What follows belongs to an exercise in optimizing a design on an open flow for small area and a short achievable clock period; a production flow would make more cautious choices. Function was checked by simulation only, so behaviour that the tests miss may differ from the original.

==> exp/garnet <==
==> flow/design.v (excerpt) <==
module saturation_multi (
    input  logic          clock,
    input  logic          reset,
    input  logic          in_valid,
    input  logic [127:0]  u,
    input  logic          lim_load,
    input  logic [31:0]   lim_upper,
    input  logic [31:0]   lim_lower,
    input  logic          cnt_clear,
    output logic          out_valid,
    output logic [127:0]  u_sat,
    output logic [131:0]  u_dz,
    output logic [3:0]    sat_hi,
    output logic [3:0]    sat_lo,
    output logic [63:0]   sat_cnt,
    output logic          lim_err,
    output logic [3:0]    rate_act
);
==> module sm_req, before the edit <==
module sm_req (
    input  logic [31:0] req_hi,
    input  logic [31:0] req_lo,
    output logic        req_bad
);
    logic signed [31:0] s_rhi, s_rlo;
    assign s_rhi   = req_hi;
    assign s_rlo   = req_lo;
    assign req_bad = s_rlo > s_rhi;
endmodule
==> module sm_in, before the edit <==
module sm_in (
    input  logic [127:0] u,
    input  logic [31:0]  cur_hi,
    input  logic [31:0]  cur_lo,
    output logic [3:0]   gt,
    output logic [3:0]   lt
);
    logic signed [31:0] s_hi, s_lo;
    assign s_hi  = cur_hi;
    assign s_lo  = cur_lo;
    for (genvar k = 0; k < 4; k++) begin : g_ch
        logic signed [31:0] uk;
        assign uk    = u[k*32 +: 32];
        assign gt[k] = uk > s_hi;
        assign lt[k] = uk < s_lo;
    end
endmodule
==> module saturation_multi, before the edit <==
module saturation_multi (
    input  logic          clock,
    input  logic          reset,
    input  logic          in_valid,
    input  logic [127:0]  u,
    input  logic          lim_load,
    input  logic [31:0]   lim_upper,
    input  logic [31:0]   lim_lower,
    input  logic          cnt_clear,
    output logic          out_valid,
    output logic [127:0]  u_sat,
    output logic [131:0]  u_dz,
    output logic [3:0]    sat_hi,
    output logic [3:0]    sat_lo,
    output logic [63:0]   sat_cnt,
    output logic          lim_err,
    output logic [3:0]    rate_act
);
    logic          v1;
    logic [127:0]  u1;
    logic [3:0]    gt1, lt1;
    logic          ld_ok_d;             
    logic [31:0]   rq_hi, rq_lo;        
    logic [31:0]   lim_hi, lim_lo;      
    logic [31:0]   cur_hi, cur_lo;      
    logic          req_bad, ld_ok;
    logic [3:0]    gt_c, lt_c;
    assign cur_hi = ld_ok_d ? rq_hi : lim_hi;
    assign cur_lo = ld_ok_d ? rq_lo : lim_lo;
    sm_in u_in (.u(u), .cur_hi(cur_hi), .cur_lo(cur_lo), .gt(gt_c), .lt(lt_c));
    sm_req u_req (.req_hi(lim_upper), .req_lo(lim_lower), .req_bad(req_bad));
    assign ld_ok = lim_load && !req_bad;
    always_ff @(posedge clock) begin
        u1    <= u;
        gt1   <= gt_c;
        lt1   <= lt_c;
        rq_hi <= lim_upper;
        rq_lo <= lim_lower;
    end
    always_ff @(posedge clock or posedge reset) begin
        if (reset) begin
            v1        <= 1'b0;
            out_valid <= 1'b0;
            ld_ok_d   <= 1'b0;
            lim_hi    <= 32'd100;
            lim_lo    <= 32'd0;
            lim_err   <= 1'b0;
        end else begin
            v1        <= in_valid;
            out_valid <= v1;
            ld_ok_d   <= ld_ok;
            lim_hi    <= cur_hi;
            lim_lo    <= cur_lo;
            if (lim_load)
                lim_err <= req_bad;
        end
    end
    for (genvar k = 0; k < 4; k++) begin : g_ch
        logic [31:0] prev_raw, out, prev_nxt;
        logic [32:0] dz;
        logic        ract, sel_hi, sel_lo, over_hi, under_lo;
        logic [15:0] cnt;
        sm_stage2 u_s2 (
            .uk(u1[k*32 +: 32]), .hi(lim_hi), .lo(lim_lo),
            .gt(gt1[k]), .lt(lt1[k]),
            .prev_raw(prev_raw),
            .sel_hi(sel_hi), .sel_lo(sel_lo),
            .ld_hi(rq_hi), .ld_lo(rq_lo), .en(v1),
            .rq_hi(lim_upper), .rq_lo(lim_lower),
            .out(out), .dz(dz), .ract(ract),
            .prev_nxt(prev_nxt), .over_hi(over_hi), .under_lo(under_lo)
        );
        always_ff @(posedge clock or posedge reset) begin
            if (reset) begin
                sel_hi <= 1'b0;
                sel_lo <= 1'b0;
            end else begin
                sel_hi <= ld_ok && over_hi;
                sel_lo <= ld_ok && under_lo;
            end
        end
        always_ff @(posedge clock or posedge reset) begin
            if (reset) begin
                prev_raw <= '0;
            end else begin
                prev_raw <= prev_nxt;
            end
        end
        always_ff @(posedge clock or posedge reset) begin
            if (reset) begin
                u_sat[k*32 +: 32] <= '0;
                u_dz[k*33 +: 33]  <= '0;
                sat_hi[k]         <= 1'b0;
                sat_lo[k]         <= 1'b0;
                rate_act[k]       <= 1'b0;
            end else if (v1) begin
                u_sat[k*32 +: 32] <= out;
                u_dz[k*33 +: 33]  <= dz;
                sat_hi[k]         <= gt1[k];
                sat_lo[k]         <= lt1[k];
                rate_act[k]       <= ract;
            end
        end
        always_ff @(posedge clock or posedge reset) begin
            if (reset) begin
                cnt <= '0;
            end else if (cnt_clear) begin
                cnt <= '0;
            end else if (v1 && (gt1[k] || lt1[k]) && !(&cnt)) begin
                cnt <= cnt + 16'd1;
            end
        end
        assign sat_cnt[k*16 +: 16] = cnt;
    end
endmodule
==> flow/config.mk <==
export PLATFORM = sky130hd
export DESIGN_NAME = saturation_multi
export DESIGN_NICKNAME = saturation_multi
export VERILOG_FILES = /design/flow/design.v
export SDC_FILE = /design/flow/constraint.sdc
export NUM_CORES = 4
export LEC_CHECK = 0
export CAP_MARGIN = 20
export CORE_MARGIN = 2
export CORE_UTILIZATION = 55
export CTS_BUF_LIST = sky130_fd_sc_hd__clkbuf_4 sky130_fd_sc_hd__clkbuf_8
export SLEW_MARGIN = 20
export SYNTH_HIERARCHICAL = 1
==> flow/constraint.sdc <==
create_clock -name core_clock -period 18.0 [get_ports {clock}]
set_input_delay 3.6000 -clock core_clock [delete_from_list [all_inputs] [get_ports {clock}]]
set_output_delay 3.6000 -clock core_clock [all_outputs]
set_load 0.01 [all_outputs]
standard.sh (not shown) runs the stock make flow with config.mk's settings and CLKGATE_MAP_FILE= SYNTH_SCRIPT=/design/flow/synth_recipe.tcl, a recipe that flattens the netlist after the stock synthesis.
==> flow/flow/run.sh <==
#!/bin/bash
# Standard layout with these changes: ABC maps the logic to a delay target
# (input-path compares to tighter targets), ports are buffered with buf_1
# cells, clock tree synthesis adds no dummy loads, and repair_timing is
# asked for extra setup slack.
set -euo pipefail
export FLOW_FLOW_DIR=$PWD/flow
{ head -n 1 synth_recipe.tcl; cat flow/abc_wrap.tcl; tail -n +2 synth_recipe.tcl; } > my_synth.tcl
bash standard.sh SYNTH_SCRIPT=$PWD/my_synth.tcl ADDER_MAP_FILE= \
    "BUFFER_PORTS_ARGS=-buffer_cell sky130_fd_sc_hd__buf_1" \
    "CTS_ARGS=-sink_clustering_enable -repair_clock_nets -dont_use_dummy_load -buf_list {sky130_fd_sc_hd__clkbuf_4 sky130_fd_sc_hd__clkbuf_8}" \
    SETUP_SLACK_MARGIN=11.5 finish > standard.log 2>&1
==> flow/flow/abc_core.script <==
strash
dch
map -D 3500
strash
dch
map -D 3500
topo
buffer
upsize -D 3500
dnsize -D 3500
==> flow/flow/abc_fast.script <==
strash
dch
map
topo
buffer
upsize
dnsize
==> flow/flow/abc_in.script <==
strash
dch
map -D 2500
strash
dch
map -D 2500
topo
buffer
upsize -D 2500
dnsize -D 2500
==> flow/flow/abc_wrap.tcl <==
# ABC in three passes, each to its own delay target: the limit-request
# check (module sm_req) for delay alone, the stage-1 sample compares
# (module sm_in) to a tight target, the rest of the design to a looser one.
proc abc {args} {
    set i [lsearch -exact $args -script]
    set dir $::env(FLOW_FLOW_DIR)
    yosys abc {*}[lreplace $args $i [expr {$i + 1}] -script $dir/abc_fast.script] sm_req
    yosys abc {*}[lreplace $args $i [expr {$i + 1}] -script $dir/abc_in.script] sm_in
    yosys abc {*}[lreplace $args $i [expr {$i + 1}] -script $dir/abc_core.script]
}
==> exp/umber: changes against exp/garnet <==
==> flow/flow/run.sh (replaced) <==
#!/bin/bash
# Standard layout with these changes: adders are mapped Brent-Kung (no
# Kogge-Stone extra map), ABC maps the logic to a delay target
# (input-path compares to tighter targets), ports are buffered with buf_1
# cells, and repair_timing is asked for extra setup slack.
set -euo pipefail
export FLOW_FLOW_DIR=$PWD/flow
{ head -n 1 synth_recipe.tcl; cat flow/abc_wrap.tcl; tail -n +2 synth_recipe.tcl; } > my_synth.tcl
bash standard.sh SYNTH_SCRIPT=$PWD/my_synth.tcl ADDER_MAP_FILE= SYNTH_OPERATIONS_ARGS=-booth \
    "BUFFER_PORTS_ARGS=-buffer_cell sky130_fd_sc_hd__buf_1" \
    SETUP_SLACK_MARGIN=11.5 finish > standard.log 2>&1
CORE_UTILIZATION = 50   (was 55)
==> exp/cedar: changes against exp/garnet <==
==> flow/flow/run.sh (replaced) <==
#!/bin/bash
# Standard layout with these changes: adders are mapped Brent-Kung (no
# Kogge-Stone extra map), ABC maps the logic to delay targets (input-path
# compares to tighter ones), ports are buffered with buf_1 cells, clock tree
# synthesis adds no dummy loads, and repair_timing is asked for extra setup
# slack.
set -euo pipefail
export FLOW_FLOW_DIR=$PWD/flow
{ head -n 1 synth_recipe.tcl; cat flow/abc_wrap.tcl; tail -n +2 synth_recipe.tcl; } > my_synth.tcl
bash standard.sh SYNTH_SCRIPT=$PWD/my_synth.tcl ADDER_MAP_FILE= SYNTH_OPERATIONS_ARGS=-booth \
    "BUFFER_PORTS_ARGS=-buffer_cell sky130_fd_sc_hd__buf_1" \
    "CTS_ARGS=-sink_clustering_enable -repair_clock_nets -dont_use_dummy_load -buf_list {sky130_fd_sc_hd__clkbuf_4 sky130_fd_sc_hd__clkbuf_8}" \
    SETUP_SLACK_MARGIN=11.5 finish > standard.log 2>&1
==> flow/flow/abc_core.script (replaced) <==
strash
dch
map -D 4000
strash
dch
map -D 4000
topo
buffer
upsize -D 4000
dnsize -D 4000
==> exp/nickel: changes against exp/garnet <==
--- a/flow/design.v
+++ b/flow/design.v
@@ -1,23 +1,19 @@
-module sm_req (
-    input  logic [31:0] req_hi,
-    input  logic [31:0] req_lo,
-    output logic        req_bad
-);
-    logic signed [31:0] s_rhi, s_rlo;
-    assign s_rhi   = req_hi;
-    assign s_rlo   = req_lo;
-    assign req_bad = s_rlo > s_rhi;
-endmodule
 module sm_in (
     input  logic [127:0] u,
     input  logic [31:0]  cur_hi,
     input  logic [31:0]  cur_lo,
+    input  logic [31:0]  req_hi,
+    input  logic [31:0]  req_lo,
     output logic [3:0]   gt,
-    output logic [3:0]   lt
+    output logic [3:0]   lt,
+    output logic         req_bad     
 );
-    logic signed [31:0] s_hi, s_lo;
+    logic signed [31:0] s_hi, s_lo, s_rhi, s_rlo;
     assign s_hi  = cur_hi;
     assign s_lo  = cur_lo;
+    assign s_rhi = req_hi;
+    assign s_rlo = req_lo;
+    assign req_bad = s_rlo > s_rhi;
     for (genvar k = 0; k < 4; k++) begin : g_ch
         logic signed [31:0] uk;
         assign uk    = u[k*32 +: 32];
@@ -94,8 +90,11 @@
     logic [3:0]    gt_c, lt_c;
     assign cur_hi = ld_ok_d ? rq_hi : lim_hi;
     assign cur_lo = ld_ok_d ? rq_lo : lim_lo;
-    sm_in u_in (.u(u), .cur_hi(cur_hi), .cur_lo(cur_lo), .gt(gt_c), .lt(lt_c));
-    sm_req u_req (.req_hi(lim_upper), .req_lo(lim_lower), .req_bad(req_bad));
+    sm_in u_in (
+        .u(u), .cur_hi(cur_hi), .cur_lo(cur_lo),
+        .req_hi(lim_upper), .req_lo(lim_lower),
+        .gt(gt_c), .lt(lt_c), .req_bad(req_bad)
+    );
     assign ld_ok = lim_load && !req_bad;
     always_ff @(posedge clock) begin
         u1    <= u;
==> flow/flow/run.sh (replaced) <==
#!/bin/bash
# Standard layout with these changes: ABC maps the logic to a delay target
# (the input-path compares for delay alone), ports are buffered with buf_2
# cells, and repair_timing is asked for extra setup slack.
set -euo pipefail
export FLOW_FLOW_DIR=$PWD/flow
{ head -n 1 synth_recipe.tcl; cat flow/abc_wrap.tcl; tail -n +2 synth_recipe.tcl; } > my_synth.tcl
bash standard.sh SYNTH_SCRIPT=$PWD/my_synth.tcl ADDER_MAP_FILE= \
    "BUFFER_PORTS_ARGS=-buffer_cell sky130_fd_sc_hd__buf_2" \
    SETUP_SLACK_MARGIN=11.5 finish > standard.log 2>&1
==> flow/flow/abc_wrap.tcl (replaced) <==
# ABC in two passes: the input-path compares (module sm_in) mapped for
# delay alone, the rest of the design for area at a delay target.
proc abc {args} {
    set i [lsearch -exact $args -script]
    set fast [lreplace $args $i [expr {$i + 1}] -script $::env(FLOW_FLOW_DIR)/abc_fast.script]
    set core [lreplace $args $i [expr {$i + 1}] -script $::env(FLOW_FLOW_DIR)/abc_core.script]
    yosys abc {*}$fast sm_in
    yosys abc {*}$core
}
CORE_UTILIZATION = 45   (was 55)
removed: flow/flow/abc_in.script
==> results.txt <==
Status: exp/umber complete, no violations; exp/cedar complete, no violations; exp/garnet complete, no violations; exp/nickel complete, no violations
Vias: exp/umber 72430; exp/cedar 69710; exp/garnet 81270; exp/nickel 79690
Estimated wirelength of the detail-placed design: exp/umber 228500 um; exp/cedar 201100 um; exp/garnet 245200 um; exp/nickel 268000 um
Endpoint of the most critical register-to-register path: exp/umber u_dz[98]; exp/cedar g_ch[2].sel_hi; exp/garnet g_ch[2].sel_lo; exp/nickel u_dz[65]
Source of the critical timing path: exp/umber lim_upper[15]; exp/cedar lim_hi[3]; exp/garnet u[92]; exp/nickel lim_upper[19]
Slowest cell delay on critical path: exp/umber 0.81 ns; exp/cedar 0.73 ns; exp/garnet 0.88 ns; exp/nickel 0.72 ns
Global placer's final weighted congestion: exp/umber 1.128; exp/cedar 1.117; exp/garnet 1.143; exp/nickel 1.090
Die extent in y: exp/umber 350.8 um; exp/cedar 326.8 um; exp/garnet 341.5 um; exp/nickel 380.5 um
Compound-cell area share of the yosys netlist: exp/umber 23.76%; exp/cedar 21.70%; exp/garnet 22.59%; exp/nickel 21.02%
Routed wl met2: exp/umber 118600 um; exp/cedar 109400 um; exp/garnet 125600 um; exp/nickel 138100 um
Clock buffer count from CTS: exp/umber 136; exp/cedar 135; exp/garnet 134; exp/nickel 139
Worst Setup Path Type: exp/umber input pin to flip-flop; exp/cedar flip-flop to flip-flop; exp/garnet input pin to flip-flop; exp/nickel input pin to flip-flop
Number of detailed-route iterations in the first pass: exp/umber 10; exp/cedar 10; exp/garnet 14; exp/nickel 10
Synth Net Count: exp/umber 9336; exp/cedar 9084; exp/garnet 10310; exp/nickel 10630
Vias/cell: exp/umber 6.226; exp/cedar 6.246; exp/garnet 6.561; exp/nickel 6.080
Net count of the finished layout: exp/umber 10080; exp/cedar 9950; exp/garnet 11030; exp/nickel 11250
Tightest slew margin relative to the limit: exp/umber 9.847%; exp/cedar 15.90%; exp/garnet 11.78%; exp/nickel 17.70%
Actual slew at the worst max-slew pin: exp/umber 1.350 ns; exp/cedar 1.261 ns; exp/garnet 1.317 ns; exp/nickel 1.234 ns
Placed cell count: exp/umber 11140; exp/cedar 10650; exp/garnet 12020; exp/nickel 12680
Summed area of non-filler cells in the final layout: exp/umber 70860 um2; exp/cedar 70250 um2; exp/garnet 72580 um2; exp/nickel 74840 um2

-- separate check: timing with driven ports --
The flow's constraints put no driver on any port. The routed layouts listed below were extracted and timed again, unchanged, in two steps.
Step 1 assumes that a clkbuf_16 drives the clock port and a buf_2 every other input.
Step 2 moves the port delays by t, midway between the first and last clock arrival at a register: inputs arrive t later, outputs are due t later. That takes back most of the time a late clock gives input paths.
a / b / c = ideal / step 1 / step 2; a / b = the first two.
run | t, ns | setup WS [ns] | hold WS [ns]
exp/garnet | 0.920 | 11.398 / 11.452 / 10.532 | 0.465 / 0.465 / 0.465
exp/umber | 0.942 | 11.288 / 11.336 / 10.394 | 0.465 / 0.465 / 0.465
exp/cedar | 0.901 | 11.241 / 11.241 / 10.469 | 0.464 / 0.464 / 0.464
exp/nickel | 1.023 | 11.311 / 11.360 / 10.337 | 0.463 / 0.463 / 0.463
After both steps setup and hold are still met in every run listed. For exp/nickel, which loses most, drivers alone change the setup slack by +0.049 ns; drivers and shift together by -0.974 ns.
